Context: an optimization exercise on an open-source flow, tuned for small area. The choices shown serve that exercise and are no tape-out recipe. Power and IR drop assume default switching activity.

==> flow/design.v <==
package data_mem_pkg;
  typedef enum logic {S_CLEAR, S_IDLE} mem_state_t;
  localparam logic [63:0] CLR_VAL_DEFAULT = '0;
endpackage
module data_mem_bit (
  input  logic clk_i,
  input  logic sel_i,
  input  logic hold_i,
  input  logic d_i,
  output logic q_o
);
  always_ff @(posedge clk_i) begin
    q_o <= (sel_i & d_i) | (hold_i & q_o);
  end
endmodule
module data_mem_rd3 (
  input  logic [2:0] sel_i,
  input  logic [2:0] d_i,
  output logic       y_no
);
  assign y_no = ~|(sel_i & d_i);
endmodule
module data_mem_array #(
  parameter int unsigned AW = 8,
  parameter int unsigned DW = 8
) (
  input  logic          clk_i,
  input  logic          clr_i,
  input  logic [DW-1:0] clr_val_i,
  input  logic          we_i,
  input  logic [AW-1:0] addr_i,
  input  logic [DW-1:0] wdata_i,
  output logic [DW-1:0] rdata_o
);
  localparam int unsigned NW = 1 << AW;
  localparam int unsigned LW = AW / 2;         
  localparam int unsigned HW = AW - LW;
  localparam int unsigned NG = (NW + 2) / 3;   
  logic [DW-1:0]       mem_q [NW];
  logic [(1<<LW)-1:0]  lo_sel;
  logic [(1<<HW)-1:0]  hi_sel;
  logic [3*NG-1:0]     sel;
  logic [DW-1:0]       wd;
  always_comb begin
    for (int k = 0; k < (1 << LW); k++) begin
      lo_sel[k] = clr_i | (addr_i[LW-1:0] == LW'(k));
    end
    for (int j = 0; j < (1 << HW); j++) begin
      hi_sel[j] = clr_i | (addr_i[AW-1:LW] == HW'(j));
    end
  end
  for (genvar i = 0; i < 3 * NG; i++) begin : g_sel
    if (i < NW) begin : g_word
      assign sel[i] = hi_sel[i >> LW] & lo_sel[i % (1 << LW)];
    end else begin : g_pad
      assign sel[i] = 1'b0;
    end
  end
  for (genvar i = 0; i < NW; i++) begin : g_word
    for (genvar b = 0; b < DW; b++) begin : g_bit
      data_mem_bit u_bit (
        .clk_i (clk_i),
        .sel_i (sel[i]),
        .hold_i(~sel[i]),
        .d_i   (wd[b]),
        .q_o   (mem_q[i][b])
      );
    end
  end
  for (genvar b = 0; b < DW; b++) begin : g_rd
    logic [3*NG-1:0] col;
    logic [NG-1:0]   part_n;
    for (genvar i = 0; i < 3 * NG; i++) begin : g_col
      if (i < NW) begin : g_word
        assign col[i] = mem_q[i][b];
      end else begin : g_pad
        assign col[i] = 1'b0;
      end
    end
    for (genvar g = 0; g < NG; g++) begin : g_slice
      data_mem_rd3 u_rd3 (
        .sel_i(sel[3*g +: 3]),
        .d_i  (col[3*g +: 3]),
        .y_no (part_n[g])
      );
    end
    assign rdata_o[b] = ~&part_n;
  end
  assign wd = clr_i ? clr_val_i : (we_i ? wdata_i : rdata_o);
endmodule
module data_mem_bank #(
  parameter int unsigned   AW       = 8,
  parameter int unsigned   DW       = 8,
  parameter bit            REG_READ = 1'b1,
  parameter logic [DW-1:0] CLR_VAL  = DW'(data_mem_pkg::CLR_VAL_DEFAULT)
) (
  input  logic          CLK,
  input  logic          RST_N,
  input  logic [AW-1:0] DataAddress,
  input  logic          ReadMem,
  input  logic          WriteMem,
  input  logic [DW-1:0] DataIn,
  input  logic          ClearMem,
  output logic [DW-1:0] DataOut,
  output logic          Busy,
  output logic          AccessErr
);
  logic          busy_q;
  logic [AW-1:0] clr_ptr_q;
  logic          access_err_q;
  logic [DW-1:0] rd_data;
  always_ff @(posedge CLK or negedge RST_N) begin
    if (!RST_N) begin
      busy_q       <= 1'b1;
      clr_ptr_q    <= '0;
      access_err_q <= 1'b0;
    end else begin
      access_err_q <= (ReadMem | WriteMem) & busy_q;
      if (busy_q) begin
        clr_ptr_q <= clr_ptr_q + AW'(1);
        if (clr_ptr_q == '1) busy_q <= 1'b0;
      end else if (ClearMem) begin
        busy_q    <= 1'b1;
        clr_ptr_q <= '0;
      end
    end
  end
  assign Busy      = busy_q;
  assign AccessErr = access_err_q;
  data_mem_array #(
    .AW(AW),
    .DW(DW)
  ) u_array (
    .clk_i    (CLK),
    .clr_i    (busy_q),
    .clr_val_i(CLR_VAL),
    .we_i     (WriteMem),
    .addr_i   (DataAddress),
    .wdata_i  (DataIn),
    .rdata_o  (rd_data)
  );
  if (REG_READ) begin : g_reg_read
    logic [DW-1:0] dout_q;
    always_ff @(posedge CLK or negedge RST_N) begin
      if (!RST_N) begin
        dout_q <= '0;
      end else if (!busy_q && ReadMem) begin
        dout_q <= WriteMem ? DataIn : rd_data;
      end
    end
    assign DataOut = dout_q;
  end else begin : g_comb_read
    assign DataOut = rd_data;
  end
endmodule
==> flow/config.mk <==
export PLATFORM = sky130hd
export DESIGN_NAME = data_mem_bank
export DESIGN_NICKNAME = data_mem_bank
export VERILOG_FILES = /design/flow/design.v
export SDC_FILE = /design/flow/constraint.sdc
export NUM_CORES = 4
export LEC_CHECK = 0
export CAP_MARGIN = 20
export CORE_MARGIN = 2
export CORE_UTILIZATION = 50
export CTS_BUF_LIST = sky130_fd_sc_hd__clkbuf_4 sky130_fd_sc_hd__clkbuf_8
export PLACE_DENSITY = 0.6
export SLEW_MARGIN = 20
export SYNTH_HIERARCHICAL = 1
==> flow/constraint.sdc <==
create_clock -name core_clock -period 5.0 [get_ports {CLK}]
set_input_delay 1.0000 -clock core_clock [delete_from_list [all_inputs] [get_ports {CLK}]]
set_output_delay 1.0000 -clock core_clock [all_outputs]
set_load 0.01 [all_outputs]
run.sh (not shown) runs the stock make flow with config.mk's settings and CLKGATE_MAP_FILE= SYNTH_SCRIPT=/design/flow/synth_recipe.tcl, a recipe that flattens the netlist after the stock synthesis.
==> next run, changes <==
CTS_BUF_LIST = default   (was sky130_fd_sc_hd__clkbuf_4 sky130_fd_sc_hd__clkbuf_8)
Outcome: This time the run finished but fails on setup timing; design area hardly moves; sequential cell count is unchanged; clock-buffer cell count shrinks by 246; die area stays the same; total power grows slightly.
No run of this note included a check of the RTL's function; only the layout flow was run.

port drivers added, routing unchanged:
The flow's constraints put no driver on any port. The routed layouts listed below were extracted and timed again, unchanged, in two steps.
Step 1 sets driving cells, clkbuf_16 on the clock port and buf_2 on the other inputs (assumed; they add their load-dependent delay and slew).
Step 2 times the ports against the registers' clock, not the clock port: input delays grow and output delays shrink by t, the midpoint of the rising clock arrivals with the driver on.
Three values: ideal ports, drivers, drivers and shift; two values: the first two.
| run | shift t [ns] | setup slack, ns | latest minus earliest clock arrival (ns) |
|---|---|---|---|
| the first run | 1.067 | 0.102 / 0.102 / -0.918 | 0.038 / 0.039 |
| the second run | 0.923 | -0.150 / -0.150 / -0.882 | 0.025 / 0.025 |
With both steps, setup timing fails in the first run, where it was met with ideal ports. For the first run, which loses most, drivers alone change the setup slack by 0.000 ns; drivers and shift together by -1.020 ns.
